From an optimization exercise on the open Yosys and OpenROAD flow, aimed at small area, a short achievable clock period and few clock cycles; shortcuts taken in it are not production practice.
No run shown here included a check of the RTL's function; only the layout flow was run.
Power figures rest on the tool's default switching activity, not on a simulated workload.

### flow/config.mk
export PLATFORM = sky130hd
export DESIGN_NAME = conv_rescaler
export DESIGN_NICKNAME = conv_rescaler
export VERILOG_FILES = /design/flow/design.v
export SDC_FILE = /design/flow/constraint.sdc
export NUM_CORES = 4
export LEC_CHECK = 0
export ABC_CLOCK_PERIOD_IN_PS = 1500
export CAP_MARGIN = 20
export CORE_MARGIN = 2
export CORE_UTILIZATION = 40
export SETUP_SLACK_MARGIN = 5
export SLEW_MARGIN = 20
### flow/constraint.sdc
create_clock -name core_clock -period 9.0 [get_ports {clock}]
set_input_delay 1.8000 -clock core_clock [delete_from_list [all_inputs] [get_ports {clock}]]
set_output_delay 1.8000 -clock core_clock [all_outputs]
set_load 0.01 [all_outputs]
### flow/design.v
module conv_rescaler #(
    parameter int NB_PIXEL = 19,
    parameter int NB_COUNT = 32,
    parameter int NB_OUT   = 8,
    parameter int NB_FRAC  = 16
) (
    input  logic                clock,
    input  logic                reset,
    input  logic                i_extremesValid,
    input  logic [NB_PIXEL-1:0] i_maxValue,
    input  logic [NB_PIXEL-1:0] i_minValue,
    input  logic [NB_COUNT-1:0] i_imageSize,
    input  logic                i_valid,
    input  logic [NB_PIXEL-1:0] i_convValue,
    output logic                o_ready,
    output logic [NB_OUT-1:0]   o_pixel,
    output logic                o_valid,
    output logic                o_endSignal
);
    localparam int NB_R     = NB_PIXEL;
    localparam int NB_SCALE = NB_OUT + NB_FRAC;           
    localparam int ND       = (NB_R + 2) / 2;             
    localparam int LC       = 10;                         
    localparam logic [NB_SCALE-1:0] DIVIDEND = {{NB_OUT{1'b1}}, {NB_FRAC{1'b0}}};
    logic                 busy_q, init_q, prep_q, div_q, run_q;
    logic                 init_d, prep_d, div_d, run_d;
    logic                 v0_q, l0_q, v1_q, l1_q, v2_q, l2_q, v3_q, e3_q;
    logic [NB_PIXEL:0]    c_q;        
    logic [NB_PIXEL-1:0]  min_q, max_q;
    logic                 gt_q;       
    logic [NB_R-1:0]      range_q;
    logic [NB_COUNT-1:0]  count_q;    
    logic [NB_SCALE-1:0]  scale_q;
    logic [3*ND-2:0]      bd_q;       
    logic [NB_SCALE-1:LC] psa_q, psb_q;
    logic                 pc_q;
    logic [NB_OUT-1:0]    pixel_q;
    logic idle, accept, last_acc, lone_end, start;
    logic [NB_PIXEL:0]    delta;      
    logic                 d_neg, d_big, span_ok;   
    logic [NB_R-1:0]      d_clamp;
    logic [NB_R+1:0]      dx;         
    logic [ND-1:0]        b_one, b_two, b_neg;
    logic [NB_R-1:0]      rem_next;
    logic                 q_bit, dbit_next;
    logic [NB_R-1:0]      lead;       
    logic [NB_R-1:0]      rem_init;
    logic [NB_SCALE:0]    ra, rb;
    logic [LC-1:0]        lo_sum;
    logic                 lo_c;
    logic [NB_SCALE-LC-1:0] hi_sum;
    logic [NB_COUNT-1:0]  count_dec;
    logic [NB_R:0]        dsum;
    logic                 dsub_c, gt;
    assign idle     = !busy_q;
    assign accept   = i_valid && run_q;
    assign last_acc = accept && (count_q == NB_COUNT'(1));
    assign start    = idle && i_extremesValid;
    assign lone_end = start && (i_imageSize == '0);
    cr_add #(NB_PIXEL + 1) u_delta (
        .a(c_q), .b(~{min_q[NB_PIXEL-1], min_q}), .ci(1'b1),
        .s(delta), .co());
    assign d_neg   = delta[NB_PIXEL];
    assign span_ok = (range_q != '0);
    cr_add #(NB_PIXEL) u_gt (
        .a({~i_convValue[NB_PIXEL-1], i_convValue[NB_PIXEL-2:0]}),
        .b(~{~max_q[NB_PIXEL-1], max_q[NB_PIXEL-2:0]}), .ci(1'b0), .s(), .co(gt));
    assign d_big = gt_q;
    always_comb begin
        d_clamp = delta[NB_R-1:0];
        if (d_neg)
            d_clamp = '0;
        else if (d_big)
            d_clamp = range_q;
    end
    assign dx = {1'b0, d_clamp, 1'b0};
    always_comb begin
        for (int r = 0; r < ND; r++) begin
            b_one[r] = dx[2*r+1] ^ dx[2*r];
            b_two[r] = (dx[2*r+2] && !dx[2*r+1] && !dx[2*r]) || (!dx[2*r+2] && dx[2*r+1] && dx[2*r]);
            b_neg[r] = dx[2*r+2];
        end
    end
    always_comb begin
        for (int i = 0; i < NB_R; i++) begin
            lead[i] = range_q[i];
            for (int j = i + 1; j < NB_R; j++)
                if (range_q[j]) lead[i] = 1'b0;
        end
        for (int i = 0; i < NB_R; i++) begin
            rem_init[i] = 1'b0;
            for (int j = i + 1; j <= i + NB_OUT && j < NB_R; j++)
                rem_init[i] = rem_init[i] | lead[j];
        end
    end
    cr_add #(NB_R + 1) u_div (.a(c_q), .b(~{1'b0, range_q}), .ci(1'b1), .s(dsum), .co(dsub_c));
    assign q_bit     = dsub_c;
    assign rem_next  = q_bit ? dsum[NB_R-1:0] : c_q[NB_R-1:0];
    assign dbit_next = (scale_q[NB_SCALE-2:NB_OUT-1] == '0);
    cr_add #(NB_COUNT) u_cnt (.a(count_q), .b('1), .ci(1'b0), .s(count_dec), .co());
    cr_mul u_mul (.a(scale_q), .one(bd_q[ND-1:0]), .two(bd_q[2*ND-1:ND]),
                  .neg({1'b0, bd_q[3*ND-2:2*ND]}), .ra(ra), .rb(rb));
    cr_add #(LC) u_lo (.a(ra[LC-1:0]), .b(rb[LC-1:0]), .ci(1'b0), .s(lo_sum), .co(lo_c));
    cr_add #(NB_SCALE - LC) u_hi (.a(psa_q), .b(psb_q), .ci(pc_q), .s(hi_sum), .co());
    assign init_d = start && !lone_end;
    assign prep_d = init_q;
    assign div_d  = (prep_q && span_ok) || (div_q && !scale_q[NB_SCALE-1]);
    assign run_d  = (prep_q && !span_ok) || (div_q && scale_q[NB_SCALE-1]) || (run_q && !last_acc);
    always_ff @(posedge clock or negedge reset) begin
        if (!reset) begin
            busy_q <= 1'b0;
            init_q <= 1'b0;
            prep_q <= 1'b0;
            div_q  <= 1'b0;
            run_q  <= 1'b0;
            v0_q   <= 1'b0;
            l0_q   <= 1'b0;
            v1_q   <= 1'b0;
            l1_q   <= 1'b0;
            v2_q   <= 1'b0;
            l2_q   <= 1'b0;
            v3_q   <= 1'b0;
            e3_q   <= 1'b0;
        end else begin
            busy_q <= init_d || prep_d || div_d || run_d;
            init_q <= init_d;
            prep_q <= prep_d;
            div_q  <= div_d;
            run_q  <= run_d;
            v0_q   <= accept;
            l0_q   <= last_acc;
            v1_q   <= v0_q;
            l1_q   <= l0_q;
            v2_q   <= v1_q;
            l2_q   <= v1_q && l1_q;
            v3_q   <= v2_q;
            e3_q   <= l2_q || lone_end;
        end
    end
    always_ff @(posedge clock) begin
        if (idle)
            c_q <= {i_maxValue[NB_PIXEL-1], i_maxValue};
        else if (prep_q)
            c_q <= {rem_init, (lead[NB_R-1:NB_OUT] == '0)};
        else if (div_q)
            c_q <= {rem_next, dbit_next};
        else
            c_q <= {i_convValue[NB_PIXEL-1], i_convValue};
        if (idle) begin
            min_q   <= i_minValue;
            max_q   <= i_maxValue;
            count_q <= i_imageSize;
        end else if (accept) begin
            count_q <= count_dec;
        end
        if (init_q)
            range_q <= d_neg ? '0 : delta[NB_R-1:0];    
        if (prep_q)
            scale_q <= NB_SCALE'(lead);            
        else if (div_q)
            scale_q <= {scale_q[NB_SCALE-2:0], q_bit};
        bd_q <= {b_neg[ND-2:0], b_two, b_one};
        gt_q <= gt;
        psa_q   <= ra[NB_SCALE-1:LC];
        psb_q   <= rb[NB_SCALE-1:LC];
        pc_q    <= lo_c;
        pixel_q <= hi_sum[NB_SCALE-LC-1:NB_FRAC-LC];
    end
    assign o_ready     = run_q;
    assign o_pixel     = pixel_q;
    assign o_valid     = v3_q;
    assign o_endSignal = e3_q;
endmodule
module cr_add #(
    parameter int W = 8
) (
    input  logic [W-1:0] a,
    input  logic [W-1:0] b,
    input  logic         ci,
    output logic [W-1:0] s,
    output logic         co
);
    localparam int L = $clog2(W + 1);
    localparam int N = 1 << L;
    logic [N-1:0] g, p, x;
    always_comb begin
        x = '0;
        g = '0;
        p = '0;
        x[W-1:0] = a ^ b;
        g[W-1:0] = a & b;
        p[W-1:0] = x[W-1:0];
        g[0] = g[0] | (p[0] & ci);
        for (int d = 0; d < L; d++)
            for (int i = (2 << d) - 1; i < N; i += (2 << d)) begin
                g[i] = g[i] | (p[i] & g[i - (1 << d)]);
                p[i] = p[i] & p[i - (1 << d)];
            end
        for (int d = L - 2; d >= 0; d--)
            for (int i = 3 * (1 << d) - 1; i < N; i += (2 << d)) begin
                g[i] = g[i] | (p[i] & g[i - (1 << d)]);
                p[i] = p[i] & p[i - (1 << d)];
            end
        s[0] = x[0] ^ ci;
        for (int i = 1; i < W; i++)
            s[i] = x[i] ^ g[i - 1];
        co = g[W - 1];
    end
endmodule
module cr_mul (input logic [23:0] a, input logic [9:0] one, input logic [9:0] two, input logic [9:0] neg, output logic [24:0] ra, output logic [24:0] rb);
wire pp1;
wire pp2;
wire pp3;
wire pp4;
wire pp5;
wire pp6;
wire pp7;
wire pp8;
wire pp9;
wire pp10;
wire pp11;
wire pp12;
wire pp13;
wire pp14;
wire pp15;
wire pp16;
wire pp17;
wire pp18;
wire pp19;
wire pp20;
wire pp21;
wire pp22;
wire pp23;
wire pp24;
wire pp25;
wire pp26;
wire pp27;
wire pp28;
wire pp29;
wire pp30;
wire pp31;
wire pp32;
wire pp33;
wire pp34;
wire pp35;
wire pp36;
wire pp37;
wire pp38;
wire pp39;
wire pp40;
wire pp41;
wire pp42;
wire pp43;
wire pp44;
wire pp45;
wire pp46;
wire pp47;
wire pp48;
wire pp49;
wire pp50;
wire pp51;
wire pp52;
wire pp53;
wire pp54;
wire pp55;
wire pp56;
wire pp57;
wire pp58;
wire pp59;
wire pp60;
wire pp61;
wire pp62;
wire pp63;
wire pp64;
wire pp65;
wire pp66;
wire pp67;
wire pp68;
wire pp69;
wire pp70;
wire pp71;
wire pp72;
wire pp73;
wire pp74;
wire pp75;
wire pp76;
wire pp77;
wire pp78;
wire pp79;
wire pp80;
wire pp81;
wire pp82;
wire pp83;
wire pp84;
wire pp85;
wire pp86;
wire pp87;
wire pp88;
wire pp89;
wire pp90;
wire pp91;
wire pp92;
wire pp93;
wire pp94;
wire pp95;
wire pp96;
wire pp97;
wire pp98;
wire pp99;
wire pp100;
wire pp101;
wire pp102;
wire pp103;
wire pp104;
wire pp105;
wire pp106;
wire pp107;
wire pp108;
wire pp109;
wire pp110;
wire pp111;
wire pp112;
wire pp113;
wire pp114;
wire pp115;
wire pp116;
wire pp117;
wire pp118;
wire pp119;
wire pp120;
wire pp121;
wire pp122;
wire pp123;
wire pp124;
wire pp125;
wire pp126;
wire pp127;
wire pp128;
wire pp129;
wire pp130;
wire pp131;
wire pp132;
wire pp133;
wire pp134;
wire pp135;
wire pp136;
wire pp137;
wire pp138;
wire pp139;
wire pp140;
wire pp141;
wire pp142;
wire pp143;
wire pp144;
wire pp145;
wire pp146;
wire pp147;
wire pp148;
wire pp149;
wire pp150;
wire pp151;
wire pp152;
wire pp153;
wire pp154;
wire pp155;
wire pp156;
wire pp157;
wire pp158;
wire pp159;
wire pp160;
wire s161;
wire c162;
wire s163;
wire c164;
wire s165;
wire c166;
wire s167;
wire c168;
wire s169;
wire c170;
wire s171;
wire c172;
wire s173;
wire c174;
wire s175;
wire c176;
wire s177;
wire c178;
wire s179;
wire c180;
wire s181;
wire c182;
wire s183;
wire c184;
wire s185;
wire c186;
wire s187;
wire c188;
wire s189;
wire c190;
wire s191;
wire c192;
wire s193;
wire c194;
wire s195;
wire c196;
wire s197;
wire c198;
wire s199;
wire c200;
wire s201;
wire c202;
wire s203;
wire c204;
wire s205;
wire c206;
wire s207;
wire c208;
wire s209;
wire c210;
wire s211;
wire c212;
wire s213;
wire c214;
wire s215;
wire c216;
wire s217;
wire c218;
wire s219;
wire c220;
wire s221;
wire c222;
wire s223;
wire c224;
wire s225;
wire c226;
wire s227;
wire c228;
wire s229;
wire c230;
wire s231;
wire c232;
wire s233;
wire c234;
wire s235;
wire c236;
wire s237;
wire c238;
wire s239;
wire c240;
wire s241;
wire c242;
wire s243;
wire c244;
wire s245;
wire c246;
wire s247;
wire c248;
wire s249;
wire c250;
wire s251;
wire c252;
wire s253;
wire c254;
wire s255;
wire c256;
wire s257;
wire c258;
wire s259;
wire c260;
wire s261;
wire c262;
wire s263;
wire c264;
wire s265;
wire c266;
wire s267;
wire c268;
wire s269;
wire c270;
wire s271;
wire c272;
wire s273;
wire c274;
wire s275;
wire c276;
wire s277;
wire c278;
wire s279;
wire c280;
wire s281;
wire c282;
wire s283;
wire c284;
wire s285;
wire c286;
wire s287;
wire c288;
wire s289;
wire c290;
wire s291;
wire c292;
wire s293;
wire c294;
wire s295;
wire c296;
wire s297;
wire c298;
wire s299;
wire c300;
wire s301;
wire c302;
wire s303;
wire c304;
wire s305;
wire c306;
wire s307;
wire c308;
wire s309;
wire c310;
wire s311;
wire c312;
wire s313;
wire c314;
wire s315;
wire c316;
wire s317;
wire c318;
wire s319;
wire c320;
wire s321;
wire c322;
wire s323;
wire c324;
wire s325;
wire c326;
wire s327;
wire c328;
wire s329;
wire c330;
wire s331;
wire c332;
wire s333;
wire c334;
wire s335;
wire c336;
wire s337;
wire c338;
wire s339;
wire c340;
wire s341;
wire c342;
wire s343;
wire c344;
wire s345;
wire c346;
wire s347;
wire c348;
wire s349;
wire c350;
wire s351;
wire c352;
wire s353;
wire c354;
wire s355;
wire c356;
wire s357;
wire c358;
wire s359;
wire c360;
wire s361;
wire c362;
wire s363;
wire c364;
wire s365;
wire c366;
wire s367;
wire c368;
wire s369;
wire c370;
wire s371;
wire c372;
wire s373;
wire c374;
wire s375;
wire c376;
wire s377;
wire c378;
wire s379;
wire c380;
wire s381;
wire c382;
wire s383;
wire c384;
wire s385;
wire c386;
wire s387;
wire c388;
wire s389;
wire c390;
wire s391;
wire c392;
wire s393;
wire c394;
wire s395;
wire c396;
wire s397;
wire c398;
wire s399;
wire c400;
wire x401;
wire x402;
wire x403;
wire x404;
wire x405;
wire x406;
wire x407;
wire x408;
wire x409;
wire x410;
wire x411;
wire x412;
wire x413;
wire x414;
wire x415;
wire x416;
assign pp1 = ((one[0] & a[0])) ^ neg[0];
assign pp2 = ((one[0] & a[1]) | (two[0] & a[0])) ^ neg[0];
assign pp3 = ((one[0] & a[2]) | (two[0] & a[1])) ^ neg[0];
assign pp4 = ((one[0] & a[3]) | (two[0] & a[2])) ^ neg[0];
assign pp5 = ((one[0] & a[4]) | (two[0] & a[3])) ^ neg[0];
assign pp6 = ((one[0] & a[5]) | (two[0] & a[4])) ^ neg[0];
assign pp7 = ((one[0] & a[6]) | (two[0] & a[5])) ^ neg[0];
assign pp8 = ((one[0] & a[7]) | (two[0] & a[6])) ^ neg[0];
assign pp9 = ((one[0] & a[8]) | (two[0] & a[7])) ^ neg[0];
assign pp10 = ((one[0] & a[9]) | (two[0] & a[8])) ^ neg[0];
assign pp11 = ((one[0] & a[10]) | (two[0] & a[9])) ^ neg[0];
assign pp12 = ((one[0] & a[11]) | (two[0] & a[10])) ^ neg[0];
assign pp13 = ((one[0] & a[12]) | (two[0] & a[11])) ^ neg[0];
assign pp14 = ((one[0] & a[13]) | (two[0] & a[12])) ^ neg[0];
assign pp15 = ((one[0] & a[14]) | (two[0] & a[13])) ^ neg[0];
assign pp16 = ((one[0] & a[15]) | (two[0] & a[14])) ^ neg[0];
assign pp17 = ((one[0] & a[16]) | (two[0] & a[15])) ^ neg[0];
assign pp18 = ((one[0] & a[17]) | (two[0] & a[16])) ^ neg[0];
assign pp19 = ((one[0] & a[18]) | (two[0] & a[17])) ^ neg[0];
assign pp20 = ((one[0] & a[19]) | (two[0] & a[18])) ^ neg[0];
assign pp21 = ((one[0] & a[20]) | (two[0] & a[19])) ^ neg[0];
assign pp22 = ((one[0] & a[21]) | (two[0] & a[20])) ^ neg[0];
assign pp23 = ((one[0] & a[22]) | (two[0] & a[21])) ^ neg[0];
assign pp24 = ((one[0] & a[23]) | (two[0] & a[22])) ^ neg[0];
assign pp25 = ((two[0] & a[23])) ^ neg[0];
assign pp26 = ((one[1] & a[0])) ^ neg[1];
assign pp27 = ((one[1] & a[1]) | (two[1] & a[0])) ^ neg[1];
assign pp28 = ((one[1] & a[2]) | (two[1] & a[1])) ^ neg[1];
assign pp29 = ((one[1] & a[3]) | (two[1] & a[2])) ^ neg[1];
assign pp30 = ((one[1] & a[4]) | (two[1] & a[3])) ^ neg[1];
assign pp31 = ((one[1] & a[5]) | (two[1] & a[4])) ^ neg[1];
assign pp32 = ((one[1] & a[6]) | (two[1] & a[5])) ^ neg[1];
assign pp33 = ((one[1] & a[7]) | (two[1] & a[6])) ^ neg[1];
assign pp34 = ((one[1] & a[8]) | (two[1] & a[7])) ^ neg[1];
assign pp35 = ((one[1] & a[9]) | (two[1] & a[8])) ^ neg[1];
assign pp36 = ((one[1] & a[10]) | (two[1] & a[9])) ^ neg[1];
assign pp37 = ((one[1] & a[11]) | (two[1] & a[10])) ^ neg[1];
assign pp38 = ((one[1] & a[12]) | (two[1] & a[11])) ^ neg[1];
assign pp39 = ((one[1] & a[13]) | (two[1] & a[12])) ^ neg[1];
assign pp40 = ((one[1] & a[14]) | (two[1] & a[13])) ^ neg[1];
assign pp41 = ((one[1] & a[15]) | (two[1] & a[14])) ^ neg[1];
assign pp42 = ((one[1] & a[16]) | (two[1] & a[15])) ^ neg[1];
assign pp43 = ((one[1] & a[17]) | (two[1] & a[16])) ^ neg[1];
assign pp44 = ((one[1] & a[18]) | (two[1] & a[17])) ^ neg[1];
assign pp45 = ((one[1] & a[19]) | (two[1] & a[18])) ^ neg[1];
assign pp46 = ((one[1] & a[20]) | (two[1] & a[19])) ^ neg[1];
assign pp47 = ((one[1] & a[21]) | (two[1] & a[20])) ^ neg[1];
assign pp48 = ((one[1] & a[22]) | (two[1] & a[21])) ^ neg[1];
assign pp49 = ((one[2] & a[0])) ^ neg[2];
assign pp50 = ((one[2] & a[1]) | (two[2] & a[0])) ^ neg[2];
assign pp51 = ((one[2] & a[2]) | (two[2] & a[1])) ^ neg[2];
assign pp52 = ((one[2] & a[3]) | (two[2] & a[2])) ^ neg[2];
assign pp53 = ((one[2] & a[4]) | (two[2] & a[3])) ^ neg[2];
assign pp54 = ((one[2] & a[5]) | (two[2] & a[4])) ^ neg[2];
assign pp55 = ((one[2] & a[6]) | (two[2] & a[5])) ^ neg[2];
assign pp56 = ((one[2] & a[7]) | (two[2] & a[6])) ^ neg[2];
assign pp57 = ((one[2] & a[8]) | (two[2] & a[7])) ^ neg[2];
assign pp58 = ((one[2] & a[9]) | (two[2] & a[8])) ^ neg[2];
assign pp59 = ((one[2] & a[10]) | (two[2] & a[9])) ^ neg[2];
assign pp60 = ((one[2] & a[11]) | (two[2] & a[10])) ^ neg[2];
assign pp61 = ((one[2] & a[12]) | (two[2] & a[11])) ^ neg[2];
assign pp62 = ((one[2] & a[13]) | (two[2] & a[12])) ^ neg[2];
assign pp63 = ((one[2] & a[14]) | (two[2] & a[13])) ^ neg[2];
assign pp64 = ((one[2] & a[15]) | (two[2] & a[14])) ^ neg[2];
assign pp65 = ((one[2] & a[16]) | (two[2] & a[15])) ^ neg[2];
assign pp66 = ((one[2] & a[17]) | (two[2] & a[16])) ^ neg[2];
assign pp67 = ((one[2] & a[18]) | (two[2] & a[17])) ^ neg[2];
assign pp68 = ((one[2] & a[19]) | (two[2] & a[18])) ^ neg[2];
assign pp69 = ((one[2] & a[20]) | (two[2] & a[19])) ^ neg[2];
assign pp70 = ((one[3] & a[0])) ^ neg[3];
assign pp71 = ((one[3] & a[1]) | (two[3] & a[0])) ^ neg[3];
assign pp72 = ((one[3] & a[2]) | (two[3] & a[1])) ^ neg[3];
assign pp73 = ((one[3] & a[3]) | (two[3] & a[2])) ^ neg[3];
assign pp74 = ((one[3] & a[4]) | (two[3] & a[3])) ^ neg[3];
assign pp75 = ((one[3] & a[5]) | (two[3] & a[4])) ^ neg[3];
assign pp76 = ((one[3] & a[6]) | (two[3] & a[5])) ^ neg[3];
assign pp77 = ((one[3] & a[7]) | (two[3] & a[6])) ^ neg[3];
assign pp78 = ((one[3] & a[8]) | (two[3] & a[7])) ^ neg[3];
assign pp79 = ((one[3] & a[9]) | (two[3] & a[8])) ^ neg[3];
assign pp80 = ((one[3] & a[10]) | (two[3] & a[9])) ^ neg[3];
assign pp81 = ((one[3] & a[11]) | (two[3] & a[10])) ^ neg[3];
assign pp82 = ((one[3] & a[12]) | (two[3] & a[11])) ^ neg[3];
assign pp83 = ((one[3] & a[13]) | (two[3] & a[12])) ^ neg[3];
assign pp84 = ((one[3] & a[14]) | (two[3] & a[13])) ^ neg[3];
assign pp85 = ((one[3] & a[15]) | (two[3] & a[14])) ^ neg[3];
assign pp86 = ((one[3] & a[16]) | (two[3] & a[15])) ^ neg[3];
assign pp87 = ((one[3] & a[17]) | (two[3] & a[16])) ^ neg[3];
assign pp88 = ((one[3] & a[18]) | (two[3] & a[17])) ^ neg[3];
assign pp89 = ((one[4] & a[0])) ^ neg[4];
assign pp90 = ((one[4] & a[1]) | (two[4] & a[0])) ^ neg[4];
assign pp91 = ((one[4] & a[2]) | (two[4] & a[1])) ^ neg[4];
assign pp92 = ((one[4] & a[3]) | (two[4] & a[2])) ^ neg[4];
assign pp93 = ((one[4] & a[4]) | (two[4] & a[3])) ^ neg[4];
assign pp94 = ((one[4] & a[5]) | (two[4] & a[4])) ^ neg[4];
assign pp95 = ((one[4] & a[6]) | (two[4] & a[5])) ^ neg[4];
assign pp96 = ((one[4] & a[7]) | (two[4] & a[6])) ^ neg[4];
assign pp97 = ((one[4] & a[8]) | (two[4] & a[7])) ^ neg[4];
assign pp98 = ((one[4] & a[9]) | (two[4] & a[8])) ^ neg[4];
assign pp99 = ((one[4] & a[10]) | (two[4] & a[9])) ^ neg[4];
assign pp100 = ((one[4] & a[11]) | (two[4] & a[10])) ^ neg[4];
assign pp101 = ((one[4] & a[12]) | (two[4] & a[11])) ^ neg[4];
assign pp102 = ((one[4] & a[13]) | (two[4] & a[12])) ^ neg[4];
assign pp103 = ((one[4] & a[14]) | (two[4] & a[13])) ^ neg[4];
assign pp104 = ((one[4] & a[15]) | (two[4] & a[14])) ^ neg[4];
assign pp105 = ((one[4] & a[16]) | (two[4] & a[15])) ^ neg[4];
assign pp106 = ((one[5] & a[0])) ^ neg[5];
assign pp107 = ((one[5] & a[1]) | (two[5] & a[0])) ^ neg[5];
assign pp108 = ((one[5] & a[2]) | (two[5] & a[1])) ^ neg[5];
assign pp109 = ((one[5] & a[3]) | (two[5] & a[2])) ^ neg[5];
assign pp110 = ((one[5] & a[4]) | (two[5] & a[3])) ^ neg[5];
assign pp111 = ((one[5] & a[5]) | (two[5] & a[4])) ^ neg[5];
assign pp112 = ((one[5] & a[6]) | (two[5] & a[5])) ^ neg[5];
assign pp113 = ((one[5] & a[7]) | (two[5] & a[6])) ^ neg[5];
assign pp114 = ((one[5] & a[8]) | (two[5] & a[7])) ^ neg[5];
assign pp115 = ((one[5] & a[9]) | (two[5] & a[8])) ^ neg[5];
assign pp116 = ((one[5] & a[10]) | (two[5] & a[9])) ^ neg[5];
assign pp117 = ((one[5] & a[11]) | (two[5] & a[10])) ^ neg[5];
assign pp118 = ((one[5] & a[12]) | (two[5] & a[11])) ^ neg[5];
assign pp119 = ((one[5] & a[13]) | (two[5] & a[12])) ^ neg[5];
assign pp120 = ((one[5] & a[14]) | (two[5] & a[13])) ^ neg[5];
assign pp121 = ((one[6] & a[0])) ^ neg[6];
assign pp122 = ((one[6] & a[1]) | (two[6] & a[0])) ^ neg[6];
assign pp123 = ((one[6] & a[2]) | (two[6] & a[1])) ^ neg[6];
assign pp124 = ((one[6] & a[3]) | (two[6] & a[2])) ^ neg[6];
assign pp125 = ((one[6] & a[4]) | (two[6] & a[3])) ^ neg[6];
assign pp126 = ((one[6] & a[5]) | (two[6] & a[4])) ^ neg[6];
assign pp127 = ((one[6] & a[6]) | (two[6] & a[5])) ^ neg[6];
assign pp128 = ((one[6] & a[7]) | (two[6] & a[6])) ^ neg[6];
assign pp129 = ((one[6] & a[8]) | (two[6] & a[7])) ^ neg[6];
assign pp130 = ((one[6] & a[9]) | (two[6] & a[8])) ^ neg[6];
assign pp131 = ((one[6] & a[10]) | (two[6] & a[9])) ^ neg[6];
assign pp132 = ((one[6] & a[11]) | (two[6] & a[10])) ^ neg[6];
assign pp133 = ((one[6] & a[12]) | (two[6] & a[11])) ^ neg[6];
assign pp134 = ((one[7] & a[0])) ^ neg[7];
assign pp135 = ((one[7] & a[1]) | (two[7] & a[0])) ^ neg[7];
assign pp136 = ((one[7] & a[2]) | (two[7] & a[1])) ^ neg[7];
assign pp137 = ((one[7] & a[3]) | (two[7] & a[2])) ^ neg[7];
assign pp138 = ((one[7] & a[4]) | (two[7] & a[3])) ^ neg[7];
assign pp139 = ((one[7] & a[5]) | (two[7] & a[4])) ^ neg[7];
assign pp140 = ((one[7] & a[6]) | (two[7] & a[5])) ^ neg[7];
assign pp141 = ((one[7] & a[7]) | (two[7] & a[6])) ^ neg[7];
assign pp142 = ((one[7] & a[8]) | (two[7] & a[7])) ^ neg[7];
assign pp143 = ((one[7] & a[9]) | (two[7] & a[8])) ^ neg[7];
assign pp144 = ((one[7] & a[10]) | (two[7] & a[9])) ^ neg[7];
assign pp145 = ((one[8] & a[0])) ^ neg[8];
assign pp146 = ((one[8] & a[1]) | (two[8] & a[0])) ^ neg[8];
assign pp147 = ((one[8] & a[2]) | (two[8] & a[1])) ^ neg[8];
assign pp148 = ((one[8] & a[3]) | (two[8] & a[2])) ^ neg[8];
assign pp149 = ((one[8] & a[4]) | (two[8] & a[3])) ^ neg[8];
assign pp150 = ((one[8] & a[5]) | (two[8] & a[4])) ^ neg[8];
assign pp151 = ((one[8] & a[6]) | (two[8] & a[5])) ^ neg[8];
assign pp152 = ((one[8] & a[7]) | (two[8] & a[6])) ^ neg[8];
assign pp153 = ((one[8] & a[8]) | (two[8] & a[7])) ^ neg[8];
assign pp154 = (one[9] & a[0]);
assign pp155 = (one[9] & a[1]) | (two[9] & a[0]);
assign pp156 = (one[9] & a[2]) | (two[9] & a[1]);
assign pp157 = (one[9] & a[3]) | (two[9] & a[2]);
assign pp158 = (one[9] & a[4]) | (two[9] & a[3]);
assign pp159 = (one[9] & a[5]) | (two[9] & a[4]);
assign pp160 = (one[9] & a[6]) | (two[9] & a[5]);
assign s161 = pp17 ^ pp40;
assign c162 = pp17 & pp40;
assign s163 = pp18 ^ pp41;
assign c164 = pp18 & pp41;
assign s165 = pp19 ^ pp42 ^ pp63;
assign c166 = (pp19 & pp42) | (pp19 & pp63) | (pp42 & pp63);
assign s167 = pp20 ^ pp43 ^ pp64;
assign c168 = (pp20 & pp43) | (pp20 & pp64) | (pp43 & pp64);
assign s169 = pp21 ^ pp44 ^ pp65;
assign c170 = (pp21 & pp44) | (pp21 & pp65) | (pp44 & pp65);
assign s171 = pp22 ^ pp45 ^ pp66;
assign c172 = (pp22 & pp45) | (pp22 & pp66) | (pp45 & pp66);
assign s173 = pp23 ^ pp46 ^ pp67;
assign c174 = (pp23 & pp46) | (pp23 & pp67) | (pp46 & pp67);
assign s175 = pp24 ^ pp47 ^ pp68;
assign c176 = (pp24 & pp47) | (pp24 & pp68) | (pp47 & pp68);
assign s177 = pp11 ^ pp34;
assign c178 = pp11 & pp34;
assign s179 = pp12 ^ pp35;
assign c180 = pp12 & pp35;
assign s181 = pp13 ^ pp36 ^ pp57;
assign c182 = (pp13 & pp36) | (pp13 & pp57) | (pp36 & pp57);
assign s183 = pp76 ^ pp93;
assign c184 = pp76 & pp93;
assign s185 = pp14 ^ pp37 ^ pp58;
assign c186 = (pp14 & pp37) | (pp14 & pp58) | (pp37 & pp58);
assign s187 = pp77 ^ pp94;
assign c188 = pp77 & pp94;
assign s189 = pp15 ^ pp38 ^ pp59;
assign c190 = (pp15 & pp38) | (pp15 & pp59) | (pp38 & pp59);
assign s191 = pp78 ^ pp95 ^ pp110;
assign c192 = (pp78 & pp95) | (pp78 & pp110) | (pp95 & pp110);
assign s193 = pp123 ^ pp134;
assign c194 = pp123 & pp134;
assign s195 = pp16 ^ pp39 ^ pp60;
assign c196 = (pp16 & pp39) | (pp16 & pp60) | (pp39 & pp60);
assign s197 = pp79 ^ pp96 ^ pp111;
assign c198 = (pp79 & pp96) | (pp79 & pp111) | (pp96 & pp111);
assign s199 = pp124 ^ pp135;
assign c200 = pp124 & pp135;
assign s201 = pp61 ^ pp80 ^ pp97;
assign c202 = (pp61 & pp80) | (pp61 & pp97) | (pp80 & pp97);
assign s203 = pp112 ^ pp125 ^ pp136;
assign c204 = (pp112 & pp125) | (pp112 & pp136) | (pp125 & pp136);
assign s205 = pp145 ^ neg[8] ^ s161;
assign c206 = (pp145 & neg[8]) | (pp145 & s161) | (neg[8] & s161);
assign s207 = pp62 ^ pp81 ^ pp98;
assign c208 = (pp62 & pp81) | (pp62 & pp98) | (pp81 & pp98);
assign s209 = pp113 ^ pp126 ^ pp137;
assign c210 = (pp113 & pp126) | (pp113 & pp137) | (pp126 & pp137);
assign s211 = pp146 ^ s163 ^ c162;
assign c212 = (pp146 & s163) | (pp146 & c162) | (s163 & c162);
assign s213 = pp82 ^ pp99 ^ pp114;
assign c214 = (pp82 & pp99) | (pp82 & pp114) | (pp99 & pp114);
assign s215 = pp127 ^ pp138 ^ pp147;
assign c216 = (pp127 & pp138) | (pp127 & pp147) | (pp138 & pp147);
assign s217 = pp154 ^ s165 ^ c164;
assign c218 = (pp154 & s165) | (pp154 & c164) | (s165 & c164);
assign s219 = pp83 ^ pp100 ^ pp115;
assign c220 = (pp83 & pp100) | (pp83 & pp115) | (pp100 & pp115);
assign s221 = pp128 ^ pp139 ^ pp148;
assign c222 = (pp128 & pp139) | (pp128 & pp148) | (pp139 & pp148);
assign s223 = pp155 ^ s167 ^ c166;
assign c224 = (pp155 & s167) | (pp155 & c166) | (s167 & c166);
assign s225 = pp84 ^ pp101 ^ pp116;
assign c226 = (pp84 & pp101) | (pp84 & pp116) | (pp101 & pp116);
assign s227 = pp129 ^ pp140 ^ pp149;
assign c228 = (pp129 & pp140) | (pp129 & pp149) | (pp140 & pp149);
assign s229 = pp156 ^ s169 ^ c168;
assign c230 = (pp156 & s169) | (pp156 & c168) | (s169 & c168);
assign s231 = pp85 ^ pp102 ^ pp117;
assign c232 = (pp85 & pp102) | (pp85 & pp117) | (pp102 & pp117);
assign s233 = pp130 ^ pp141 ^ pp150;
assign c234 = (pp130 & pp141) | (pp130 & pp150) | (pp141 & pp150);
assign s235 = pp157 ^ s171 ^ c170;
assign c236 = (pp157 & s171) | (pp157 & c170) | (s171 & c170);
assign s237 = pp86 ^ pp103 ^ pp118;
assign c238 = (pp86 & pp103) | (pp86 & pp118) | (pp103 & pp118);
assign s239 = pp131 ^ pp142 ^ pp151;
assign c240 = (pp131 & pp142) | (pp131 & pp151) | (pp142 & pp151);
assign s241 = pp158 ^ s173 ^ c172;
assign c242 = (pp158 & s173) | (pp158 & c172) | (s173 & c172);
assign s243 = pp87 ^ pp104 ^ pp119;
assign c244 = (pp87 & pp104) | (pp87 & pp119) | (pp104 & pp119);
assign s245 = pp132 ^ pp143 ^ pp152;
assign c246 = (pp132 & pp143) | (pp132 & pp152) | (pp143 & pp152);
assign s247 = pp159 ^ s175 ^ c174;
assign c248 = (pp159 & s175) | (pp159 & c174) | (s175 & c174);
assign s249 = pp7 ^ pp30;
assign c250 = pp7 & pp30;
assign s251 = pp8 ^ pp31;
assign c252 = pp8 & pp31;
assign s253 = pp9 ^ pp32 ^ pp53;
assign c254 = (pp9 & pp32) | (pp9 & pp53) | (pp32 & pp53);
assign s255 = pp72 ^ pp89;
assign c256 = pp72 & pp89;
assign s257 = pp10 ^ pp33 ^ pp54;
assign c258 = (pp10 & pp33) | (pp10 & pp54) | (pp33 & pp54);
assign s259 = pp73 ^ pp90;
assign c260 = pp73 & pp90;
assign s261 = pp55 ^ pp74 ^ pp91;
assign c262 = (pp55 & pp74) | (pp55 & pp91) | (pp74 & pp91);
assign s263 = pp106 ^ neg[5] ^ s177;
assign c264 = (pp106 & neg[5]) | (pp106 & s177) | (neg[5] & s177);
assign s265 = pp56 ^ pp75 ^ pp92;
assign c266 = (pp56 & pp75) | (pp56 & pp92) | (pp75 & pp92);
assign s267 = pp107 ^ s179 ^ c178;
assign c268 = (pp107 & s179) | (pp107 & c178) | (s179 & c178);
assign s269 = pp108 ^ pp121 ^ neg[6];
assign c270 = (pp108 & pp121) | (pp108 & neg[6]) | (pp121 & neg[6]);
assign s271 = s181 ^ s183 ^ c180;
assign c272 = (s181 & s183) | (s181 & c180) | (s183 & c180);
assign s273 = pp109 ^ pp122 ^ s185;
assign c274 = (pp109 & pp122) | (pp109 & s185) | (pp122 & s185);
assign s275 = s187 ^ c182 ^ c184;
assign c276 = (s187 & c182) | (s187 & c184) | (c182 & c184);
assign s277 = neg[7] ^ s189 ^ s191;
assign c278 = (neg[7] & s189) | (neg[7] & s191) | (s189 & s191);
assign s279 = s193 ^ c186 ^ c188;
assign c280 = (s193 & c186) | (s193 & c188) | (c186 & c188);
assign s281 = s195 ^ s197 ^ s199;
assign c282 = (s195 & s197) | (s195 & s199) | (s197 & s199);
assign s283 = c190 ^ c192 ^ c194;
assign c284 = (c190 & c192) | (c190 & c194) | (c192 & c194);
assign s285 = s201 ^ s203 ^ s205;
assign c286 = (s201 & s203) | (s201 & s205) | (s203 & s205);
assign s287 = c196 ^ c198 ^ c200;
assign c288 = (c196 & c198) | (c196 & c200) | (c198 & c200);
assign s289 = s207 ^ s209 ^ s211;
assign c290 = (s207 & s209) | (s207 & s211) | (s209 & s211);
assign s291 = c202 ^ c204 ^ c206;
assign c292 = (c202 & c204) | (c202 & c206) | (c204 & c206);
assign s293 = s213 ^ s215 ^ s217;
assign c294 = (s213 & s215) | (s213 & s217) | (s215 & s217);
assign s295 = c208 ^ c210 ^ c212;
assign c296 = (c208 & c210) | (c208 & c212) | (c210 & c212);
assign s297 = s219 ^ s221 ^ s223;
assign c298 = (s219 & s221) | (s219 & s223) | (s221 & s223);
assign s299 = c214 ^ c216 ^ c218;
assign c300 = (c214 & c216) | (c214 & c218) | (c216 & c218);
assign s301 = s225 ^ s227 ^ s229;
assign c302 = (s225 & s227) | (s225 & s229) | (s227 & s229);
assign s303 = c220 ^ c222 ^ c224;
assign c304 = (c220 & c222) | (c220 & c224) | (c222 & c224);
assign s305 = s231 ^ s233 ^ s235;
assign c306 = (s231 & s233) | (s231 & s235) | (s233 & s235);
assign s307 = c226 ^ c228 ^ c230;
assign c308 = (c226 & c228) | (c226 & c230) | (c228 & c230);
assign s309 = s237 ^ s239 ^ s241;
assign c310 = (s237 & s239) | (s237 & s241) | (s239 & s241);
assign s311 = c232 ^ c234 ^ c236;
assign c312 = (c232 & c234) | (c232 & c236) | (c234 & c236);
assign s313 = s243 ^ s245 ^ s247;
assign c314 = (s243 & s245) | (s243 & s247) | (s245 & s247);
assign s315 = c238 ^ c240 ^ c242;
assign c316 = (c238 & c240) | (c238 & c242) | (c240 & c242);
assign s317 = pp5 ^ pp28;
assign c318 = pp5 & pp28;
assign s319 = pp6 ^ pp29;
assign c320 = pp6 & pp29;
assign s321 = pp51 ^ pp70 ^ neg[3];
assign c322 = (pp51 & pp70) | (pp51 & neg[3]) | (pp70 & neg[3]);
assign s323 = pp52 ^ pp71 ^ s251;
assign c324 = (pp52 & pp71) | (pp52 & s251) | (pp71 & s251);
assign s325 = neg[4] ^ s253 ^ s255;
assign c326 = (neg[4] & s253) | (neg[4] & s255) | (s253 & s255);
assign s327 = s257 ^ s259 ^ c254;
assign c328 = (s257 & s259) | (s257 & c254) | (s259 & c254);
assign s329 = s261 ^ s263 ^ c258;
assign c330 = (s261 & s263) | (s261 & c258) | (s263 & c258);
assign s331 = s265 ^ s267 ^ c262;
assign c332 = (s265 & s267) | (s265 & c262) | (s267 & c262);
assign s333 = s269 ^ s271 ^ c266;
assign c334 = (s269 & s271) | (s269 & c266) | (s271 & c266);
assign s335 = s273 ^ s275 ^ c270;
assign c336 = (s273 & s275) | (s273 & c270) | (s275 & c270);
assign s337 = s277 ^ s279 ^ c274;
assign c338 = (s277 & s279) | (s277 & c274) | (s279 & c274);
assign s339 = s281 ^ s283 ^ c278;
assign c340 = (s281 & s283) | (s281 & c278) | (s283 & c278);
assign s341 = s285 ^ s287 ^ c282;
assign c342 = (s285 & s287) | (s285 & c282) | (s287 & c282);
assign s343 = s289 ^ s291 ^ c286;
assign c344 = (s289 & s291) | (s289 & c286) | (s291 & c286);
assign s345 = s293 ^ s295 ^ c290;
assign c346 = (s293 & s295) | (s293 & c290) | (s295 & c290);
assign s347 = s297 ^ s299 ^ c294;
assign c348 = (s297 & s299) | (s297 & c294) | (s299 & c294);
assign s349 = s301 ^ s303 ^ c298;
assign c350 = (s301 & s303) | (s301 & c298) | (s303 & c298);
assign s351 = s305 ^ s307 ^ c302;
assign c352 = (s305 & s307) | (s305 & c302) | (s307 & c302);
assign s353 = s309 ^ s311 ^ c306;
assign c354 = (s309 & s311) | (s309 & c306) | (s311 & c306);
assign s355 = s313 ^ s315 ^ c310;
assign c356 = (s313 & s315) | (s313 & c310) | (s315 & c310);
assign s357 = pp3 ^ pp26;
assign c358 = pp3 & pp26;
assign s359 = pp4 ^ pp27;
assign c360 = pp4 & pp27;
assign s361 = pp49 ^ neg[2] ^ s317;
assign c362 = (pp49 & neg[2]) | (pp49 & s317) | (neg[2] & s317);
assign s363 = pp50 ^ s319 ^ c318;
assign c364 = (pp50 & s319) | (pp50 & c318) | (s319 & c318);
assign s365 = s249 ^ s321 ^ c320;
assign c366 = (s249 & s321) | (s249 & c320) | (s321 & c320);
assign s367 = c250 ^ s323 ^ c322;
assign c368 = (c250 & s323) | (c250 & c322) | (s323 & c322);
assign s369 = c252 ^ s325 ^ c324;
assign c370 = (c252 & s325) | (c252 & c324) | (s325 & c324);
assign s371 = c256 ^ s327 ^ c326;
assign c372 = (c256 & s327) | (c256 & c326) | (s327 & c326);
assign s373 = c260 ^ s329 ^ c328;
assign c374 = (c260 & s329) | (c260 & c328) | (s329 & c328);
assign s375 = c264 ^ s331 ^ c330;
assign c376 = (c264 & s331) | (c264 & c330) | (s331 & c330);
assign s377 = c268 ^ s333 ^ c332;
assign c378 = (c268 & s333) | (c268 & c332) | (s333 & c332);
assign s379 = c272 ^ s335 ^ c334;
assign c380 = (c272 & s335) | (c272 & c334) | (s335 & c334);
assign s381 = c276 ^ s337 ^ c336;
assign c382 = (c276 & s337) | (c276 & c336) | (s337 & c336);
assign s383 = c280 ^ s339 ^ c338;
assign c384 = (c280 & s339) | (c280 & c338) | (s339 & c338);
assign s385 = c284 ^ s341 ^ c340;
assign c386 = (c284 & s341) | (c284 & c340) | (s341 & c340);
assign s387 = c288 ^ s343 ^ c342;
assign c388 = (c288 & s343) | (c288 & c342) | (s343 & c342);
assign s389 = c292 ^ s345 ^ c344;
assign c390 = (c292 & s345) | (c292 & c344) | (s345 & c344);
assign s391 = c296 ^ s347 ^ c346;
assign c392 = (c296 & s347) | (c296 & c346) | (s347 & c346);
assign s393 = c300 ^ s349 ^ c348;
assign c394 = (c300 & s349) | (c300 & c348) | (s349 & c348);
assign s395 = c304 ^ s351 ^ c350;
assign c396 = (c304 & s351) | (c304 & c350) | (s351 & c350);
assign s397 = c308 ^ s353 ^ c352;
assign c398 = (c308 & s353) | (c308 & c352) | (s353 & c352);
assign s399 = c312 ^ s355 ^ c354;
assign c400 = (c312 & s355) | (c312 & c354) | (s355 & c354);
assign x401 = pp25 ^ pp48;
assign x402 = pp69 ^ pp88;
assign x403 = pp105 ^ pp120;
assign x404 = pp133 ^ pp144;
assign x405 = pp153 ^ pp160;
assign x406 = x401 ^ x402;
assign x407 = x403 ^ x404;
assign x408 = x405 ^ x406;
assign x409 = x407 ^ c176;
assign x410 = c244 ^ c246;
assign x411 = x408 ^ x409;
assign x412 = x410 ^ x411;
assign x413 = c248 ^ x412;
assign x414 = x413 ^ c314;
assign x415 = c316 ^ x414;
assign x416 = x415 ^ c356;
assign ra = {x416, s399, s397, s395, s393, s391, s389, s387, s385, s383, s381, s379, s377, s375, s373, s371, s369, s367, s365, s363, s361, s359, neg[1], pp2, pp1};
assign rb = {c400, c398, c396, c394, c392, c390, c388, c386, c384, c382, c380, c378, c376, c374, c372, c370, c368, c366, c364, c362, c360, c358, s357, 1'b0, neg[0]};
endmodule
### flow/flow/run.sh
#!/bin/bash
# Standard layout, with the port buffers made from the smallest plain buffer and a clock tree
# of clkbuf_8 buffers without dummy loads.
set -euo pipefail
export BUFFER_PORTS_ARGS="-buffer_cell sky130_fd_sc_hd__buf_1"
export CTS_ARGS="-sink_clustering_enable -repair_clock_nets -dont_use_dummy_load -buf_list {sky130_fd_sc_hd__clkbuf_8}"
bash standard.sh > standard_flow.log 2>&1
### flow/standard.sh
#!/bin/bash
# synth_recipe.tcl (not shown) runs the flow's synth.tcl, then flattens the netlist and writes it again
# the make line also repeats each setting of config.mk as NAME=value (left out here)
make -C /OpenROAD-flow-scripts/flow DESIGN_CONFIG=/design/flow/config.mk WORK_HOME=/design/flow/orfs CLKGATE_MAP_FILE= SYNTH_SCRIPT=/design/flow/synth_recipe.tcl "${@:-finish}"
==> results.sh, run 1 <==
export IMPL_status="no timing/DRC/antenna violations"
export IMPL_area_growth_pct=9.57
export IMPL_p_seq_share_pct=31.5
export IMPL_drive_gt1_share_pct=8.31
export IMPL_report_final_setup_viol=0
export IMPL_grt_max_degree=82
export IMPL_tritoncts="built"
export IMPL_hold_viol_final=0
export IMPL_ant_nets=0
export IMPL_diodes=0
export IMPL_comb_power_share_pct=50.2
export IMPL_crit_required_ns=9.43
export IMPL_num_rows=73
export IMPL_post_route_drc_count=0
export IMPL_wl_per_cell_um=19.0
export IMPL_die_w_um=205
export IMPL_final_nets=1965
export IMPL_final_area_um2=17700
export IMPL_cts_made_buffers=41
export IMPL_p_int_mw=2.60
export IMPL_leakage_nw=7.16
export IMPL_path_max_fanout=6
export IMPL_clockPowerShare_pct=18.3
export IMPL_fp_dieH_um=205
export IMPL_slowest_stage="fa_1"
export IMPL_vias=11900
export IMPL_rr_worst_depth=17
export IMPL_synthTopCellsByArea="edfxtp_1 (20%), fa_1 (14%), dfxtp_1 (11%)"
export IMPL_synthTopCellsByCount="inv_1 (170), a22oi_1 (141), fa_1 (114)"
export IMPL_yosys_register_bits=213
export IMPL_worst_path_stages=17
export IMPL_place_area_um2=17000
export IMPL_cts_buffer_depth=3
export IMPL_vias_per_cell=5.48
export IMPL_start_util_pct=40.6
export IMPL_root_buffer="clkbuf_8"
export IMPL_timing_rr_start="c_q[0]$_DFF_P_"
export IMPL_rr_endpoint="bd_q[9]$_DFF_P_"
export IMPL_synth_cell_type_count=72
export IMPL_antenna_found_initial=0
export IMPL_power_share_switching_pct=38.6
export IMPL_first_pass_iters=5
export IMPL_max_freq_mhz=262
export IMPL_clk_latency_ns=0.59
export IMPL_cap_violations=0
export IMPL_h_tree_depth=2
export IMPL_netlist_area_leader_share_pct=20.1
export IMPL_place_congestion=0.856
export IMPL_path_cells="inv_1 > ha_1 > inv_1 > fa_2 > a211oi_2 > o21ai_2 > a31oi_2 > o31ai_2 > nor4_2 > nor3_2 > a31o_2 > fa_1 > xor2_2 > xnor2_4 > buf_12 > nor2_1 > ha_1"
export IMPL_critPathTopFamily="adder cells"
export IMPL_fin_crit_sh_pct=42.4
export IMPL_tightest_slew_ns=1.11
export IMPL_slew_headroom_pct=25.9
export IMPL_seq_area_frac_synth_pct=33.5
export IMPL_hold_path_end="v3_q$_DFF_PN0_"
export IMPL_track_usage_pct=20.1
export IMPL_syn_area_per_cell_um2=10.2
export IMPL_path_buf_inv=3
export IMPL_wl_mm=41.2
export IMPL_syn_nets=1897
export IMPL_core_area_um2=39800
export IMPL_clk_pin_slew_ns=0.06
export IMPL_tns_ns=0
export IMPL_ff2ff_setup_slack_ns=5.19
export IMPL_grt_overflow_total=0
export IMPL_die_area_um2=42000
export IMPL_rsz0062_at_grt="true"
export IMPL_syn_inst=1583
export IMPL_yosysMostFrequentCell="inv_1"
export IMPL_critPathMaxStageDelay_ns=0.40
export IMPL_path_class="reg2reg"
export IMPL_skew_ns=0.0527
export IMPL_hp_start="v2_q$_DFF_PN0_"
export IMPL_yosys_area_top_type="edfxtp_1"
export IMPL_yosys_warnings=6
export IMPL_worstSetupEndpointType="flip-flop"
export IMPL_grt_pass1_wl_mm=65.9
export IMPL_dpl_hpwl_mm=29.8
export IMPL_clock_sinks=213
export IMPL_io_buffers=103
export IMPL_drv_slew=0
export IMPL_place_ws_ns=4.69
export IMPL_synth_edf_count=108
export IMPL_p_per_area_nw_per_um2=239
export IMPL_ios=104
export IMPL_timing_final_crit_period_ns=3.81
export IMPL_syn_area_um2=16200
export IMPL_arrival_ns=4.24
export IMPL_min_path_cells=0
export IMPL_grt_pass1_vias=12100
export IMPL_async_flop_share_pct=6.10
export IMPL_worst_slack_ns=5.19
export IMPL_hold_class="reg2reg"
export IMPL_drtIter0Drc=802
export IMPL_vdd_drop_max_mv=0.199
export IMPL_power_switching_mw=1.63
export IMPL_synth_main_ff_cell="edfxtp_1"
export IMPL_start_kind="flip-flop"
-- layout make-up --
cell class	instances	area, um2
fill	3851	22100
sequential	213	5410
tap	525	657
inverter	172	646
timing repair buffer	129	658
multi-input combinational	1094	9780
clock buffer	41	564
-- repair_timing --
action | 4_1_cts | 5_1_grt
hold buffers | 0 | 0
cloned | 1 | 2
pin swaps | 1 | 6
setup buffers | 1 | 3
gates resized for setup | 5 | 13
endpoints found under the setup margin | 46 | 47
-- power groups by stage --
| stage | sequential (mW) | combinational (mW) | clock [mW] |
|---|---|---|---|
| finish | 1.33 | 2.12 | 0.774 |
| global route | 1.35 | 2.52 | 0.837 |
| CTS | 1.33 | 2.18 | 0.806 |
| detailed placement | 1.35 | 2.16 | 0 |
| global placement | 1.35 | 2.09 | 0 |
| floorplan | 1.29 | 1.72 | 0 |
-- registers in the layout, summed over array words and instances (netlist names), 8 cells and up --
name and flops:
bd_q 29, c_q 20, count_q 32, max_q 19
min_q 19, pixel_q 8, psa_q 14, psb_q 14
range_q 19, scale_q 24
-- metrics by stage --
step	std cells	utilization (%)	total power [mW]	hold slack, ns
2_1_floorplan	1583	-	3.01	0.331
3_3_place_gp	2126	42.6	3.44	0.335
3_5_place_dp	2126	42.6	3.51	0.336
4_1_cts	2169	44.1	4.31	0.350
5_1_grt	2174	44.5	4.70	0.356
6_report	2174	44.5	4.23	0.347
-- worst reg2reg max path, cell delays in order (launching register included) --
cell	delay (ns)
dfxtp_1	0.29
inv_1	0.09
ha_1	0.15
inv_1	0.05
fa_2	0.37
a211oi_2	0.25
o21ai_2	0.11
a31oi_2	0.19
o31ai_2	0.13
nor4_2	0.30
nor3_2	0.11
a31o_2	0.26
fa_1	0.40
xor2_2	0.25
xnor2_4	0.18
buf_12	0.16
nor2_1	0.06
ha_1	0.30
-- routing by layer --
metal | GRT usage, % | part of all wire [%]
met1 | 27.3 | 44
met2 | 31.8 | 46
met3 | 3.60 | 6.5
met4 | 7.63 | 3.3
met5 | 0 | 0
-- logic make-up after synthesis --
kind of cell	count (synthesis)	synth area share, %
AOI/OAI and AO/OA	335	14.2
and+or+nand+nor	281	8.92
buffers and inverters	276	6.52
adders and majority gates	221	22.4
DFF	213	33.5
xor gates and xnor gates	204	11.1
muxes	53	3.50
-- cells in the final DEF, fill, tap and decap left out, drive strengths merged, types with 7 or more instances in the layout --
cell type,synthesis,layout
xnor2,112,112
dfxtp,92,92
inv,170,171
o22ai,7,7
a21o,19,19
nor2,84,84
nand2,62,62
o21ai,55,55
nand3b,8,8
edfxtp,108,108
xor2,92,92
mux2i,28,28
fa,114,114
nand4,8,8
or2,7,7
mux2,25,25
nor3,16,16
nor2b,22,22
a22oi,141,141
a21oi,55,55
ha,107,107
clkbuf,77,43
and2,7,7
dfrtp,13,13
nor4,29,29
buf,27,126
nand3,12,12
-- worst max path at each step --
stage	startpoint	endpoint	slack (ns)
global placement	c_q[0]$_DFF_P_	bd_q[9]$_DFF_P_	4.78
CTS	c_q[0]$_DFF_P_	bd_q[9]$_DFF_P_	5.01
finish	c_q[0]$_DFF_P_	bd_q[9]$_DFF_P_	5.19
floorplan	c_q[0]$_DFF_P_	bd_q[9]$_DFF_P_	5.04
global route	c_q[0]$_DFF_P_	bd_q[9]$_DFF_P_	4.92
detailed placement	c_q[0]$_DFF_P_	bd_q[9]$_DFF_P_	4.69
==> inputs of run 2 (changes only) <==
--- a/flow/config.mk
+++ b/flow/config.mk
@@ -6,5 +6,6 @@
 export NUM_CORES = 4
 export LEC_CHECK = 0
-export ABC_CLOCK_PERIOD_IN_PS = 1500
+export ABC_AREA = 1
+export ABC_CLOCK_PERIOD_IN_PS = 4000
 export CAP_MARGIN = 20
 export CORE_MARGIN = 2
==> run 2 against run 1 <==
Clock skew rose by 0.017 ns. Cell area rose by 1.3%. Sequential share of layout area fell by 0.35 points. Synthesized cell count rose by 15%. Critical path depth fell by 7. Critical path type unchanged. Cell count rose by 13%. Still clean. Clock-buffer cell count did not move. Combinational power fell by about 20%. Power fell by 12%. Register-to-register slack got worse by 0.03 ns. Non-clock buffer count fell by 4. Worst hold slack improved by 0.0027 ns.
==> results.sh, run 2 <==
export IMPL_min_path_cells=0
export IMPL_slew_headroom_pct=37.8
export IMPL_ios=104
export IMPL_wl_per_cell_um=17.0
export IMPL_largest_register="count_q"
export IMPL_max_freq_mhz=260
export IMPL_drtIter0Drc=771
export IMPL_start_kind="flip-flop"
export IMPL_drv_slew=0
export IMPL_largest_reg_flops=32
export IMPL_ff2ff_setup_slack_ns=5.16
export IMPL_tightest_slew_ns=0.933
export IMPL_arrival_ns=4.28
export IMPL_async_flop_share_pct=6.10
export IMPL_fillCellCount=3989
export IMPL_comb_power_share_pct=45.8
export IMPL_first_pass_iters=5
export IMPL_rr_endpoint="psa_q[18]$_DFF_P_"
export IMPL_path_class="reg2reg"
export IMPL_fp_dieH_um=206
export IMPL_area_growth_pct=9.59
export IMPL_place_congestion=0.915
export IMPL_rsz0062_at_grt="true"
export IMPL_die_w_um=206
export IMPL_syn_area_um2=16400
export IMPL_power_switching_mw=1.43
export IMPL_final_cell_mix="inv_1 (268), nand2_1 (246), xor2_1 (151)"
export IMPL_hold_viol_final=0
export IMPL_vias=12700
export IMPL_synthSimpleGateAreaFrac_pct=12.7
export IMPL_tritoncts="built"
export IMPL_synth_cell_type_count=61
export IMPL_timing_rr_start="bd_q[10]$_DFF_P_"
export IMPL_tns_ns=0
export IMPL_final_util_pct=44.2
export IMPL_crit_required_ns=9.44
export IMPL_leakage_nw=7.87
export IMPL_clock_sinks=213
export IMPL_ant_nets=0
export IMPL_post_route_drc_count=0
export IMPL_synth_adder_area_share_pct=22.1
export IMPL_yosys_area_top_type="edfxtp_1"
export IMPL_grt_max_degree=88
export IMPL_dpl_hpwl_mm=31.2
export IMPL_vdd_drop_max_mv=0.105
export IMPL_cap_violations=0
export IMPL_clk_latency_ns=0.60
export IMPL_diodes=0
export IMPL_clockPowerShare_pct=20.9
export IMPL_path_max_fanout=4
export IMPL_clk_pin_slew_ns=0.06
export IMPL_hold_path_end="v1_q$_DFF_PN0_"
export IMPL_postCtsHoldBufs=0
export IMPL_yosys_register_bits=213
export IMPL_track_usage_pct=20.4
export IMPL_synth_edf_count=108
export IMPL_final_common_cell="inv_1"
export IMPL_synth_compound_area_share_pct=12.9
export IMPL_synthMuxAreaShare_pct=0.206
export IMPL_seq_area_frac_synth_pct=33.0
export IMPL_num_rows=74
export IMPL_rr_worst_depth=10
export IMPL_start_util_pct=40.3
export IMPL_synth_top_family_by_area="adder cells"
export IMPL_drive_gt1_share_pct=8.45
export IMPL_cts_made_buffers=41
export IMPL_core_area_um2=40600
export IMPL_p_seq_share_pct=33.3
export IMPL_worstSetupEndpointType="flip-flop"
export IMPL_status="no timing/DRC/antenna violations"
export IMPL_cts_buffer_depth=3
export IMPL_antenna_found_initial=0
export IMPL_synth_xor_area_share_pct=9.89
export IMPL_synthTopCellsByCount="inv_1 (273), nand2_1 (246), xor2_1 (152)"
export IMPL_yosys_warnings=6
export IMPL_vias_per_cell=5.17
export IMPL_syn_inst=1820
export IMPL_grt_pass1_vias=13000
export IMPL_hold_class="reg2reg"
export IMPL_final_nets=2233
export IMPL_synthTopCellsByArea="edfxtp_1 (20%), fa_1 (14%), dfxtp_1 (11%)"
export IMPL_grt_pass1_wl_mm=68.3
export IMPL_netlist_area_leader_share_pct=19.8
export IMPL_p_per_area_nw_per_um2=206
export IMPL_fin_crit_sh_pct=42.7
export IMPL_yosysMostFrequentCell="inv_1"
export IMPL_syn_area_per_cell_um2=9.00
export IMPL_h_tree_depth=2
export IMPL_hp_start="v0_q$_DFF_PN0_"
export IMPL_die_area_um2=42600
export IMPL_met3_usage_pct=3.14
export IMPL_synth_main_ff_cell="edfxtp_1"
export IMPL_skew_ns=0.0694
export IMPL_p_int_mw=2.27
export IMPL_power_share_switching_pct=38.6
export IMPL_use_met2_pct=33.9
export IMPL_timing_final_crit_period_ns=3.84
export IMPL_io_buffers=103
export IMPL_syn_nets=2134
export IMPL_reg_top3="count_q x32, bd_q x29, scale_q x24"
export IMPL_wl_mm=41.6
export IMPL_report_final_setup_viol=0
export IMPL_root_buffer="clkbuf_8"
export IMPL_grt_overflow_total=0
export IMPL_use_met1_pct=26.9
export IMPL_busiest_layer="met2"
## run 2: cell types whose count changed after synthesis, moves of 24 or more
cell,change
a22oi_1,-139
clkbuf_1,-29
inv_1,+103
inv_2,+24
mux2i_1,-28
nand2_1,+185
nand3_1,+33
o21ai_0,+36
o22ai_1,+133
xnor2_1,-81
xor2_1,+60
## run 2: critical path: stages (launching register included)
cell	delay (ns)
dfxtp_2	0.40
clkinvlp_4	0.16
buf_4	0.17
o22ai_1	0.14
xor2_1	0.31
fa_1	0.48
fa_1	0.55
fa_1	0.44
fa_1	0.54
inv_1	0.05
fa_1	0.43
## run 2: cells by family after synthesis
logic type,count (synthesis)
AO/OA/AOI/OAI,352
adder cells (fa/ha/maj),221
flip-flops,213
buffers and inverters,388
AND/OR/NAND/NOR,459
multiplexers,3
XOR/XNOR,184
## run 2: worst max path at each step
stage | start | to | slack [ns] | cells past startpoint
final | bd_q[10]$_DFF_P_ | psa_q[18]$_DFF_P_ | 5.16 | 10
after global routing | bd_q[1]$_DFF_P_ | psa_q[23]$_DFF_P_ | 5.00 | 16
after CTS | bd_q[1]$_DFF_P_ | psa_q[23]$_DFF_P_ | 5.02 | 16
after detailed placement | c_q[0]$_DFF_P_ | bd_q[9]$_DFF_P_ | 4.51 | 18
after global placement | c_q[0]$_DFF_P_ | bd_q[9]$_DFF_P_ | 4.64 | 18
after floorplan | bd_q[22]$_DFF_P_ | psa_q[18]$_DFF_P_ | 5.37 | 10
## run 2: power by group through the flow
stage	Combinational (mW)	Clock, mW	Sequential (mW)
after floorplan	1.33	0	1.24
after global placement	1.66	0	1.25
after detailed placement	1.73	0	1.25
after CTS	1.74	0.805	1.24
after global routing	2.06	0.845	1.25
final	1.70	0.772	1.23
## run 2: final cells by class
class / instances / area (um2) / share of cell area, %
multi-input cells: 1220 / 9500 / 52.9
clock buffers: 41 / 564 / 3.14
repair buffers: 125 / 559 / 3.12
well taps: 532 / 666 / 3.71
repair inverters: 4 / 20.0 / 0.112
flip-flops and latches: 213 / 5420 / 30.2
inverters: 314 / 1210 / 6.77
## run 2: through the flow
step / total power, mW / setup slack [ns] / instance area, um2 / hold WS [ns] / std cells
after floorplan: 2.57 / 5.37 / 16400 / 0.331 / 1820
final: 3.70 / 5.16 / 17900 / 0.350 / 2449
after detailed placement: 2.98 / 4.51 / 17200 / 0.341 / 2390
after global routing: 4.15 / 5.00 / 17900 / 0.360 / 2449
after global placement: 2.90 / 4.64 / 17200 / 0.335 / 2390
after CTS: 3.78 / 5.02 / 17800 / 0.354 / 2441
## run 2: repair_timing
action	4_1_cts	5_1_grt
setup buffers	5	8
gates resized for setup	10	11
pin swaps	0	2
gates cloned	5	0
endpoints found under the setup margin	46	8
## run 2: per-layer routing
metal,share of wire [%],routed length (um)
met1,44,18500
met2,47,19600
met3,5.4,2270
met4,3.0,1260
met5,0,0
==> inputs of run 3 (changes only) <==
==> flow/flow/run.sh (replaced) <==
#!/bin/bash
# Standard layout, with the port buffers made from the smallest plain buffer and a clock tree
# of clkbuf_16 buffers, each driving a larger cluster of flip-flops, without dummy loads.
set -euo pipefail
export BUFFER_PORTS_ARGS="-buffer_cell sky130_fd_sc_hd__buf_1"
export CTS_ARGS="-sink_clustering_enable -repair_clock_nets -dont_use_dummy_load -buf_list {sky130_fd_sc_hd__clkbuf_16} -sink_clustering_size 25 -sink_clustering_max_diameter 80"
bash standard.sh > standard_flow.log 2>&1
--- a/flow/config.mk
+++ b/flow/config.mk
@@ -6,5 +6,4 @@
 export NUM_CORES = 4
 export LEC_CHECK = 0
-export ABC_AREA = 1
 export ABC_CLOCK_PERIOD_IN_PS = 4000
 export CAP_MARGIN = 20
==> run 3 against run 2 <==
Synthesized cell count shrank 13%. Fmax is 0.16% higher. Synthesized area decreased by 1.3%. Critical endpoint is now bd_q[26]$_DFF_P_. Largest power group unchanged. Highest routed layer unchanged.
==> results.sh, run 3 <==
export IMPL_die_w_um=205
export IMPL_timing_final_crit_period_ns=3.84
export IMPL_status="no timing/DRC/antenna violations"
export IMPL_worstSetupEndpointType="flip-flop"
export IMPL_syn_area_per_cell_um2=10.2
export IMPL_tightest_slew_ns=1.09
export IMPL_syn_inst=1583
export IMPL_io_buffers=103
export IMPL_crit_required_ns=9.35
export IMPL_ant_nets=0
export IMPL_postCtsHoldBufs=0
export IMPL_path_class="reg2reg"
export IMPL_fp_dieH_um=205
export IMPL_tns_ns=0
export IMPL_slew_headroom_pct=27.2
export IMPL_largest_register="count_q"
export IMPL_hold_viol_final=0
export IMPL_syn_area_um2=16200
export IMPL_clk_pin_slew_ns=0.10
export IMPL_reg_top3="count_q x32, bd_q x29, scale_q x24"
export IMPL_max_freq_mhz=261
export IMPL_grt_pass1_vias=12000
export IMPL_seq_area_frac_synth_pct=33.5
export IMPL_yosys_area_top_type="edfxtp_1"
export IMPL_skew_ns=0.0786
export IMPL_final_cell_mix="inv_1 (170), a22oi_1 (140), fa_1 (113)"
export IMPL_path_max_fanout=22
export IMPL_track_usage_pct=19.8
export IMPL_yosys_register_bits=213
export IMPL_yosysMostFrequentCell="inv_1"
export IMPL_area_growth_pct=9.38
export IMPL_synth_edf_count=108
export IMPL_start_util_pct=40.6
export IMPL_total_power_mw=4.22
export IMPL_die_area_um2=42000
export IMPL_report_final_setup_viol=0
export IMPL_leakage_nw=7.13
export IMPL_hold_class="reg2reg"
export IMPL_final_nets=1946
export IMPL_grt_pass1_wl_mm=65.4
export IMPL_largest_reg_flops=32
export IMPL_vias=11800
export IMPL_cap_violations=0
export IMPL_num_rows=73
export IMPL_yosys_warnings=6
export IMPL_drive_gt1_share_pct=7.24
export IMPL_dpl_hpwl_mm=29.8
export IMPL_ios=104
export IMPL_clk_latency_ns=0.57
export IMPL_synth_main_ff_cell="edfxtp_1"
export IMPL_final_common_cell="inv_1"
export IMPL_h_tree_depth=1
export IMPL_clock_sinks=213
export IMPL_rsz0062_at_grt="false"
export IMPL_vias_per_cell=5.46
export IMPL_cts_made_buffers=21
export IMPL_netlist_area_leader_share_pct=20.1
export IMPL_fin_crit_sh_pct=42.6
export IMPL_arrival_ns=4.18
export IMPL_wl_mm=41.0
export IMPL_p_per_area_nw_per_um2=239
export IMPL_drv_slew=0
export IMPL_syn_nets=1897
export IMPL_wl_per_cell_um=19.0
export IMPL_grt_overflow_total=0
export IMPL_core_area_um2=39800
export IMPL_start_kind="flip-flop"
export IMPL_vdd_drop_max_mv=0.196
export IMPL_post_route_drc_count=0
export IMPL_root_buffer="clkbuf_16"
export IMPL_first_pass_iters=5
-- run 3: cell count changes after synthesis, sizes merged, moves of 61 or more --
cell,previous run,this run
o22ai,141,7
inv,298,170
xnor2,31,112
xor2,153,92
a22oi,2,141
nand2,259,62
-- run 3: final cells by class --
class / count / area (um2) / area share, %
clock buffer: 21 / 526 / 2.97
inverter: 172 / 646 / 3.65
multi-input combinational: 1094 / 9780 / 55.3
sequential: 213 / 5410 / 30.6
tap: 525 / 657 / 3.71
timing repair buffer: 130 / 666 / 3.76
-- run 3: kinds of logic (layout without fill, tap and decap cells) --
family / after synthesis / count (layout) / share of synthesized area [%]
muxes: 53 / 53 / 3.50
xor gates and xnor gates: 204 / 204 / 11.1
AOI/OAI and AO/OA: 335 / 335 / 14.2
buffers and inverters: 276 / 323 / 6.52
and+or+nand+nor: 281 / 281 / 8.92
DFF: 213 / 213 / 33.5
adders and majority gates: 221 / 221 / 22.4
-- run 3: layer usage --
| layer | global-route usage, % | wire length [um] |
|---|---|---|
| met1 | 27.3 | 18400 |
| met2 | 31.8 | 19100 |
| met3 | 3.21 | 2230 |
| met4 | 5.96 | 1230 |
| met5 | 0 | 0 |
-- run 3: stage by stage --
stage               instances  util [%]  area (um2)  setup WS, ns  hold WS, ns
CTS                      2149      44.0       17500          5.02        0.359
global placement         2126      42.6       17000          4.78        0.335
finish                   2155      44.4       17700          5.16        0.357
floorplan                1583         -       16200          5.04        0.331
detailed placement       2126      42.6       17000          4.69        0.336
global route             2155      44.4       17700          4.93        0.366
-- run 3: final timing paths --
path	start	end	slack, ns	cells past startpoint
worst max-delay path	c_q[0]$_DFF_P_	bd_q[26]$_DFF_P_	5.16	17
worst min-delay path	v2_q$_DFF_PN0_	v3_q$_DFF_PN0_	0.36	0
worst max register to register	c_q[0]$_DFF_P_	bd_q[26]$_DFF_P_	5.16	17
worst min register to register	v2_q$_DFF_PN0_	v3_q$_DFF_PN0_	0.36	0
max in group asynchronous	reset	busy_q$_DFF_PN0_	7.31	1
min in group asynchronous	reset	v3_q$_DFF_PN0_	1.23	1
-- run 3: report_power, final --
| part | leakage (nW) | internal [mW] | switching, mW | total (mW) |
|---|---|---|---|---|
| Clock | 0.259 | 0.409 | 0.360 | 0.768 |
| Combinational | 4.96 | 0.989 | 1.13 | 2.12 |
| Sequential | 1.91 | 1.21 | 0.126 | 1.33 |
-- run 3: repair_timing --
item / 4_1_cts / 5_1_grt
resized for setup: 5 / 13
buffers inserted: 1 / 4
endpoints found under the setup margin: 45 / 48
gates cloned: 1 / 2
pin swaps: 1 / 6
-- run 3: worst max-delay path, stage by stage, from the launching register on --
cell and delay [ns]:
dfxtp_1 0.30, inv_1 0.09, ha_1 0.15, inv_1 0.05, fa_2 0.37, a211oi_2 0.25
o21ai_2 0.11, a31oi_2 0.19, o31ai_2 0.13, nor4_2 0.30, nor3_2 0.10, a31o_2 0.26
fa_1 0.40, xor2_2 0.25, xnor2_4 0.18, buf_6 0.16, bufbuf_16 0.30, nor2_1 0.06

Setup slack of run 3, layout unchanged: 5.164 ns with ideal ports, 5.164 ns with driving cells assumed (clock clkbuf_16, inputs buf_2), 5.164 ns with port delays also shifted by the 0.578 ns mid clock arrival.
